This design comes from an exercise in tuning for small area on the open sky130 flow, not from production work.
In this exercise RTL edits were held to simulation tests only and were not proved equivalent to the original.
Power is estimated from default activity; no workload was simulated.

--- flow/run.sh ---
#!/bin/bash
# synth_recipe.tcl (not shown) runs the flow's synth.tcl, then flattens the netlist and writes it again
# the make line also repeats each setting of config.mk as NAME=value (left out here)
make -C /OpenROAD-flow-scripts/flow DESIGN_CONFIG=/design/flow/config.mk WORK_HOME=/design/flow/orfs CLKGATE_MAP_FILE= SYNTH_SCRIPT=/design/flow/synth_recipe.tcl finish
--- flow/design.v ---
`default_nettype none
package dd_pkg;
	typedef logic [1:0] chan_idx_t;
	typedef logic [12:0] fifo_usedw_t;
	typedef logic [24:0] ddr_count_t;
	typedef logic [15:0] xfer_bytes_t;
	typedef logic [31:0] fdma_addr_t;
	typedef logic [31:0] word_t;
	typedef enum logic [1:0] {
		IDLE,
		WAIT_ACK,
		WAIT_OVER
	} sched_state_e;
endpackage
`default_nettype wire
`default_nettype none
module dd_chan #(
	parameter dd_pkg::chan_idx_t CHAN = '0
) (
	input wire logic clk_i,
	input wire logic rst_rd_flag1,
	input wire logic rxd_ena_i,
	input dd_pkg::fifo_usedw_t fifo_usedw_i,
	input dd_pkg::ddr_count_t clr_usedw_i,
	output dd_pkg::ddr_count_t ddr_usedw_o,
	output logic ready_o,
	output dd_pkg::xfer_bytes_t xfer_bytes_o,
	output dd_pkg::fdma_addr_t xfer_addr_o,
	input wire logic commit_i,
	input dd_pkg::xfer_bytes_t commit_bytes_i
);
	dd_pkg::ddr_count_t ptr_q;
	dd_pkg::ddr_count_t usedw_q;
	dd_pkg::ddr_count_t ptr_sum;
	dd_pkg::ddr_count_t add_bytes;
	dd_pkg::xfer_bytes_t burst_bytes;
	logic full_burst;
	assign full_burst = (fifo_usedw_i >= 13'd1024);
	assign ready_o = full_burst || ((fifo_usedw_i != '0) && !rxd_ena_i);
	assign burst_bytes = full_burst ? 16'd4096 :
		dd_pkg::xfer_bytes_t'({fifo_usedw_i, 2'b00});
	assign xfer_bytes_o = burst_bytes;
	assign xfer_addr_o = dd_pkg::fdma_addr_t'(32'h3000_0000)
		+ dd_pkg::fdma_addr_t'(CHAN) * 32'h0200_0000
		+ dd_pkg::fdma_addr_t'(ptr_q);
	assign ptr_sum = ptr_q + dd_pkg::ddr_count_t'(commit_bytes_i);
	assign add_bytes = commit_i ? dd_pkg::ddr_count_t'(commit_bytes_i) : '0;
	always_ff @(posedge clk_i or negedge rst_rd_flag1) begin
		if (!rst_rd_flag1) begin
			ptr_q <= '0;
		end else if (commit_i) begin
			if (ptr_sum >= 25'h1f0_0000) begin
				ptr_q <= '0;
			end else begin
				ptr_q <= ptr_sum;
			end
		end
	end
	always_ff @(posedge clk_i or negedge rst_rd_flag1) begin
		if (!rst_rd_flag1) begin
			usedw_q <= '0;
		end else begin
			usedw_q <= usedw_q - clr_usedw_i + add_bytes;
		end
	end
	assign ddr_usedw_o = usedw_q;
endmodule
`default_nettype wire
`default_nettype none
module dd_sched (
	input wire logic clk_i,
	input wire logic rst_rd_flag1,
	input wire logic fdma_wbusy_i,
	output logic fdma_wareq_o,
	output dd_pkg::fdma_addr_t fdma_waddr_o,
	output logic [15:0] fdma_wsize_o,
	output dd_pkg::chan_idx_t grant_sel_o,
	input wire logic [4-1:0] ready_i,
	input wire logic [4*16-1:0] xfer_bytes_i,
	input wire logic [4*32-1:0] xfer_addr_i,
	output logic [4-1:0] commit_o,
	output dd_pkg::xfer_bytes_t commit_bytes_o
);
	dd_pkg::sched_state_e state_q;
	dd_pkg::chan_idx_t grant_sel_q;
	dd_pkg::chan_idx_t grant_idx;
	logic grant_any;
	dd_pkg::xfer_bytes_t size_q;
	dd_pkg::fdma_addr_t addr_q;
	logic busy_q;
	logic busy_rise;
	logic busy_fall;
	always_comb begin
		grant_any = 1'b0;
		grant_idx = '0;
		for (int i = 4 - 1; i >= 0; i--) begin
			if (ready_i[i]) begin
				grant_any = 1'b1;
				grant_idx = dd_pkg::chan_idx_t'(i);
			end
		end
	end
	always_ff @(posedge clk_i or negedge rst_rd_flag1) begin
		if (!rst_rd_flag1) begin
			busy_q <= 1'b0;
		end else begin
			busy_q <= fdma_wbusy_i;
		end
	end
	assign busy_rise = !busy_q && fdma_wbusy_i;
	assign busy_fall = busy_q && !fdma_wbusy_i;
	always_ff @(posedge clk_i or negedge rst_rd_flag1) begin
		if (!rst_rd_flag1) begin
			state_q <= dd_pkg::IDLE;
		end else begin
			case (state_q)
				dd_pkg::IDLE: if (grant_any && !fdma_wbusy_i) state_q <= dd_pkg::WAIT_ACK;
				dd_pkg::WAIT_ACK: if (busy_rise) state_q <= dd_pkg::WAIT_OVER;
				dd_pkg::WAIT_OVER: if (busy_fall) state_q <= dd_pkg::IDLE;
				default: state_q <= dd_pkg::IDLE;
			endcase
		end
	end
	always_ff @(posedge clk_i or negedge rst_rd_flag1) begin
		if (!rst_rd_flag1) begin
			grant_sel_q <= '0;
			size_q <= '0;
			addr_q <= 32'h3000_0000;
		end else if ((state_q == dd_pkg::IDLE) && grant_any && !fdma_wbusy_i) begin
			grant_sel_q <= grant_idx;
			size_q <= xfer_bytes_i[grant_idx*16 +: 16];
			addr_q <= xfer_addr_i[grant_idx*32 +: 32];
		end
	end
	always_ff @(posedge clk_i or negedge rst_rd_flag1) begin
		if (!rst_rd_flag1) begin
			fdma_wareq_o <= 1'b0;
		end else begin
			fdma_wareq_o <= (state_q == dd_pkg::WAIT_ACK) && !fdma_wbusy_i;
		end
	end
	always_comb begin
		commit_o = '0;
		commit_o[grant_sel_q] = (state_q == dd_pkg::WAIT_OVER) && busy_fall;
	end
	assign fdma_wsize_o = size_q >> 2;
	assign fdma_waddr_o = addr_q;
	assign grant_sel_o = grant_sel_q;
	assign commit_bytes_o = size_q;
endmodule
`default_nettype wire
`default_nettype none
module dd_data_mux (
	input dd_pkg::chan_idx_t grant_sel_i,
	input wire logic [4*32-1:0] fifo_rd_data_i,
	input wire logic fdma_wvalid_i,
	output dd_pkg::word_t fdma_wdata_o,
	output logic [4-1:0] fifo_rd_req_o
);
	assign fdma_wdata_o = fifo_rd_data_i[grant_sel_i*32 +: 32];
	always_comb begin
		fifo_rd_req_o = '0;
		fifo_rd_req_o[grant_sel_i] = fdma_wvalid_i;
	end
endmodule
`default_nettype wire
`default_nettype none
module dd_top (
	input wire logic clk_i,
	input wire logic rst_rd_flag1,
	input wire logic [4-1:0] rxd_ena_i,
	input wire logic [4*13-1:0] fifo_usedw_i,
	input wire logic [4*32-1:0] fifo_rd_data_i,
	output logic [4-1:0] fifo_rd_req_o,
	input wire logic [4*25-1:0] clr_usedw_i,
	output logic [4*25-1:0] ddr_usedw_o,
	output logic [31:0] fdma_waddr_o,
	output logic [15:0] fdma_wsize_o,
	output logic fdma_wareq_o,
	input wire logic fdma_wbusy_i,
	output logic [31:0] fdma_wdata_o,
	input wire logic fdma_wvalid_i
);
	dd_pkg::chan_idx_t grant_sel;
	logic [4-1:0] ready;
	logic [4*16-1:0] xfer_bytes;
	logic [4*32-1:0] xfer_addr;
	logic [4-1:0] commit;
	dd_pkg::xfer_bytes_t commit_bytes;
	for (genvar g = 0; g < 4; g++) begin : g_chan
		dd_chan #(
			.CHAN(dd_pkg::chan_idx_t'(g))
		) u_chan (
			.clk_i(clk_i),
			.rst_rd_flag1(rst_rd_flag1),
			.rxd_ena_i(rxd_ena_i[g]),
			.fifo_usedw_i(fifo_usedw_i[g*13 +: 13]),
			.clr_usedw_i(clr_usedw_i[g*25 +: 25]),
			.ddr_usedw_o(ddr_usedw_o[g*25 +: 25]),
			.ready_o(ready[g]),
			.xfer_bytes_o(xfer_bytes[g*16 +: 16]),
			.xfer_addr_o(xfer_addr[g*32 +: 32]),
			.commit_i(commit[g]),
			.commit_bytes_i(commit_bytes)
		);
	end
	dd_sched u_sched (
		.clk_i(clk_i),
		.rst_rd_flag1(rst_rd_flag1),
		.fdma_wbusy_i(fdma_wbusy_i),
		.fdma_wareq_o(fdma_wareq_o),
		.fdma_waddr_o(fdma_waddr_o),
		.fdma_wsize_o(fdma_wsize_o),
		.grant_sel_o(grant_sel),
		.ready_i(ready),
		.xfer_bytes_i(xfer_bytes),
		.xfer_addr_i(xfer_addr),
		.commit_o(commit),
		.commit_bytes_o(commit_bytes)
	);
	dd_data_mux u_data_mux (
		.grant_sel_i(grant_sel),
		.fifo_rd_data_i(fifo_rd_data_i),
		.fdma_wvalid_i(fdma_wvalid_i),
		.fdma_wdata_o(fdma_wdata_o),
		.fifo_rd_req_o(fifo_rd_req_o)
	);
endmodule
`default_nettype wire
--- flow/config.mk ---
export PLATFORM = sky130hd
export DESIGN_NAME = dd_top
export DESIGN_NICKNAME = dd_top
export VERILOG_FILES = /design/flow/design.v
export SDC_FILE = /design/flow/constraint.sdc
export NUM_CORES = 4
export LEC_CHECK = 0
export CAP_MARGIN = 20
export CORE_MARGIN = 2
export CORE_UTILIZATION = 40
export SLEW_MARGIN = 20
--- flow/constraint.sdc ---
create_clock -name core_clock -period 6.0 [get_ports {clk_i}]
set_input_delay 1.2000 -clock core_clock [delete_from_list [all_inputs] [get_ports {clk_i}]]
set_output_delay 1.2000 -clock core_clock [all_outputs]
set_load 0.01 [all_outputs]
==> run summary <==
- Flip-flop and latch count after synthesis: approximately 230
- Post-route minimum period: 5.31 ns
- Via count: between 15000 and 20000
- Total iterations of the first detailed-routing run: 5
- Fmax: roughly 190 MHz
- Netlist cell types: between 70 and 80
- Slew Viols, Final: 0
- Pin count of the biggest net entering global routing: 98
- Final sum of negative setup slack: 0 ns
- Number of enable flip-flop cells after synthesis: 0
- Total die area: ~50000 um2
- Count of synthesis-stage warnings from yosys: 6
- Commonest cells after routing, fill and taps aside: clkdlybuf4s50_1, inv_1, dfrtp_1
- HPWL Detailed: 55700 um
- Required @ worst endpoint: approximately 6.5 ns
- Part of the Yosys area used for sequential elements: a little under a third
- Placer Congestion: 0.974
- H-tree level count: 1
- Number of top-level pins: ~470
- Top routing layer in use: met4
- Sequential cell area: 5860 um2
- Buffers inserted during post-CTS setup optimization: 0
- Most common library cell in the layout ignoring fill and taps: clkdlybuf4s50_1
- Post-CTS sizing: 0
- Core Region: roughly 48000 um2
- Clock Pin Slew Worst Setup and Hold Paths: roughly 0.06 ns
- Routed Wire Length: between 60000 and 70000 um
- Clk sinks: approximately 230
- Global-route congestion overflow total: 0
- Root Driver: clkbuf_16
- Worst-path maximum fanout: 19
- Vias in the first global route: about 18000
- Met1 Routed Length: about 27000 um
- Quantity of hold-fixing buffers added after cts: 0
- Areal power density over the cells: 405 nW/um2
- Overall die width: 224 um
- Fillers: 4446
- Skew final: 0.0495 ns
- Wire length on met3: between 3000 and 4000 um
- Category of the most critical setup path: in2reg
- Cell with the largest stage delay on the worst path: a2111oi_2
- Synth-to-layout area growth: 34.0%
- Peak ir drop on the vdd network: roughly 0.29 mV
- Final routed wire length divided by cell count: 21.0 um
- Later-pin clock latency in the skew report: between 0.6 and 0.7 ns
- Class of the most critical hold timing path: reg2reg
- Prevailing post-synth register cell: dfrtp_1
- Final #Nets: 3172
- Detail-routed via count per cell: about 5.4
- Share of synthesized registers carrying an async set or reset: 100%
- Max stage delay on crit path: 0.57 ns
- Run status: complete, no violations
- Footprint of the multi-input gates: 12200 um2
- Slew @ Worst Pin: between 1 and 1.5 ns
- CTS buffer count: 30
- Max-slew headroom at the worst pin: between 20% and 30%
- Proportion of layout cells with a drive suffix above 1: approximately 5.2%
- Count of routing violations after the opening detailed-route iteration: slightly below 900
- Global-route total usage across every layer: 27.4%
- Clock tree buffer depth: 3
- Static leakage: around 12 nW
- Remaining design rule violation count: 0
- Data arrival time of the worst path: between 5 and 6 ns
- Clock tree from TritonCTS: yes
- Setup-violating endpoint count in the final report: 0
- RSZ-0062 raised after global routing: false
- Die boundary height: between 200 and 250 um
- Power, Total: ~0.010 W
- Post-route core utilization: between 50% and 60%
- Count of endpoints failing hold in the final timing report: 0
- Floorplan row count: 80
- Mapped Cells: between 2000 and 2500
- Met2 wirelength from detailed routing: ~36000 um
- Element type at the critical path end: flip-flop
- Worst setup SP type: primary input
- Initial Util: roughly two fifths
- Average cell area after synthesis: between 8 and 9 um2
- Combined area of all synthesized cells: about 19000 um2
- Final Cycle Share: 88.5%
- CP Cell Sequence: clkdlybuf4s50_1 > nor2b_1 > nor2b_1 > nand2_1 > nor3_2 > buf_12 > nand2_1 > fa_1 > inv_1 > ha_1 > and3_1 > a2111o_1 > a31o_1 > a21oi_1 > a211oi_1 > a2111oi_2 > o21ai_1 > a21oi_1 > xnor2_1
- First-pass GRT wire length: between 100000 and 150000 um
- Worst R2R Setup Slack: 1.26 ns
- Hold WS: ~0.50 ns
- Max Cap Viol: 0
- Number of nets with antenna violations after detailed routing: 0
- Port Buf Inserts: approximately 460
- Initial antenna violation count: 16
power by group:
group / leakage (nW) / internal (W) / switching (W)
clock: 0.536 / 0.00123 / 0.000787
combinational: 8.38 / 0.00290 / 0.00307
sequential: 2.98 / 0.00209 / 0.000401
through the flow:
stage	instance area [um2]	setup slack [ns]	std cells
floorplan	19400	0.551	2180
global placement	24700	0.226	3215
detailed placement	24700	0.163	3215
CTS	25800	0.732	3271
global route	25900	0.336	3286
finish	25900	0.687	3286
synth_stat cells, types with 7 or more instances:
cell type	number	share of area [%]
a211oi_1	21	0.82
a21o_1	61	2.4
a21oi_1	155	4.0
a22oi_1	13	0.50
a31oi_1	24	0.78
and2_1	15	0.49
and3_1	28	0.91
buf_1	7	0.14
buf_2	8	0.21
buf_4	12	0.47
clkbuf_1	43	0.83
dfrtp_1	234	30
fa_1	60	6.2
ha_1	190	12
inv_1	261	5.1
mux2i_1	48	2.5
mux4_2	32	3.7
nand2_1	202	3.9
nand2b_1	36	1.2
nand3_1	50	1.3
nand4_1	8	0.26
nor2_1	153	3.0
nor2b_1	29	0.94
nor3_1	33	0.85
nor4_1	12	0.39
o211ai_1	8	0.31
o21a_1	16	0.62
o21ai_0	91	2.4
o21ai_1	45	1.2
o21bai_1	14	0.54
o22ai_1	9	0.29
o31ai_1	14	0.54
or3_1	11	0.36
xnor2_1	99	4.5
xor2_1	44	2.0
metal layers:
layer	track usage, %	up-vias
met5	0	-
met4	12.4	0
met3	3.95	129
met2	50.2	507
met1	31.5	8547
li1	-	8447
registers in the layout (all words and copies together), names as in the netlist:
name                   cells
u_sched.busy_q             1
u_sched.addr_q            24
u_sched.fdma_wareq_o       1
u_sched.state_q            2
u_sched.size_q            13
u_sched.grant_sel_q        1
g_chan.u_chan.ptr_q       92
g_chan.u_chan.usedw_q    100
final timing paths:
check,cells after the start,startpoint,to
worst min-delay path,2,u_sched.addr_q[5]$_DFFE_PN0P_,u_sched.addr_q[5]$_DFFE_PN0P_
max in group asynchronous,2,rst_rd_flag1,g_chan[0].u_chan.usedw_q[2]$_DFF_PN0_
worst max-delay path,19,fdma_wbusy_i,g_chan[3].u_chan.usedw_q[24]$_DFF_PN0_
worst min register to register,2,u_sched.addr_q[5]$_DFFE_PN0P_,u_sched.addr_q[5]$_DFFE_PN0P_
min in group asynchronous,1,rst_rd_flag1,g_chan[2].u_chan.ptr_q[24]$_DFFE_PN0N_
worst max register to register,18,u_sched.grant_sel_q[0]$_DFFE_PN0P_,g_chan[0].u_chan.usedw_q[24]$_DFF_PN0_
worst max-delay path, delay by kind of cell:
kind                       cells  cell delay [ns]
and+or+nand+nor                6             0.99
AOI/OAI and AO/OA              7             1.91
adders and majority gates      2             0.85
buffers and inverters          3             0.72
xor gates and xnor gates       1             0.14
final cells by class:
| class | instances | area share, % |
|---|---|---|
| inverter | 261 | 3.78 |
| multi-input combinational | 1615 | 47.3 |
| sequential | 234 | 22.6 |
| clock buffer | 35 | 3.13 |
| antenna | 13 | 0.126 |
| tap | 615 | 2.97 |
| timing repair buffer | 492 | 19.0 |
| clock inverter | 21 | 1.15 |
cell families (layout without fill, tap and decap cells):
logic type | count (synthesis) | in the layout | share of synthesized area (%)
buffers and inverters | 331 | 809 | 6.71
other | 2 | 23 | 0.0388
adders and majority gates | 250 | 250 | 18.5
AOI/OAI and AO/OA | 533 | 533 | 17.3
and+or+nand+nor | 598 | 598 | 14.4
DFF | 234 | 234 | 30.3
xor gates and xnor gates | 143 | 143 | 6.48
muxes | 81 | 81 | 6.27

==> port drivers added, routing unchanged <==
How much do the figures lean on ideal ports? The routed layout below was timed once more, with nothing changed but the port constraints. Step 1 (the two cells are an assumption about what drives the block):
set clk [get_ports {clk_i}]
set_driving_cell -lib_cell sky130_fd_sc_hd__clkbuf_16 $clk
set_driving_cell -lib_cell sky130_fd_sc_hd__buf_2 [delete_from_list [all_inputs] $clk]
Step 2 adds t to the input delays and takes it off the output delays; t is the mean of the earliest and latest rising clock arrival at the registers after step 1. Input paths then give back, and output paths get back, about the clock's delay inside the block. Three values: ideal, step 1, step 2; two values: the first two.
t (ns): 0.640
slack for setup (ns): 0.687 / 0.684 / 0.044
hold WS [ns]: 0.498 / 0.498 / 0.498
worst setup path at the end: input to register
pins driven straight from the clock port: 1
After both steps this run still meets setup and hold. The setup slack of this run moves by -0.003 ns with the drivers and by -0.643 ns with both steps.
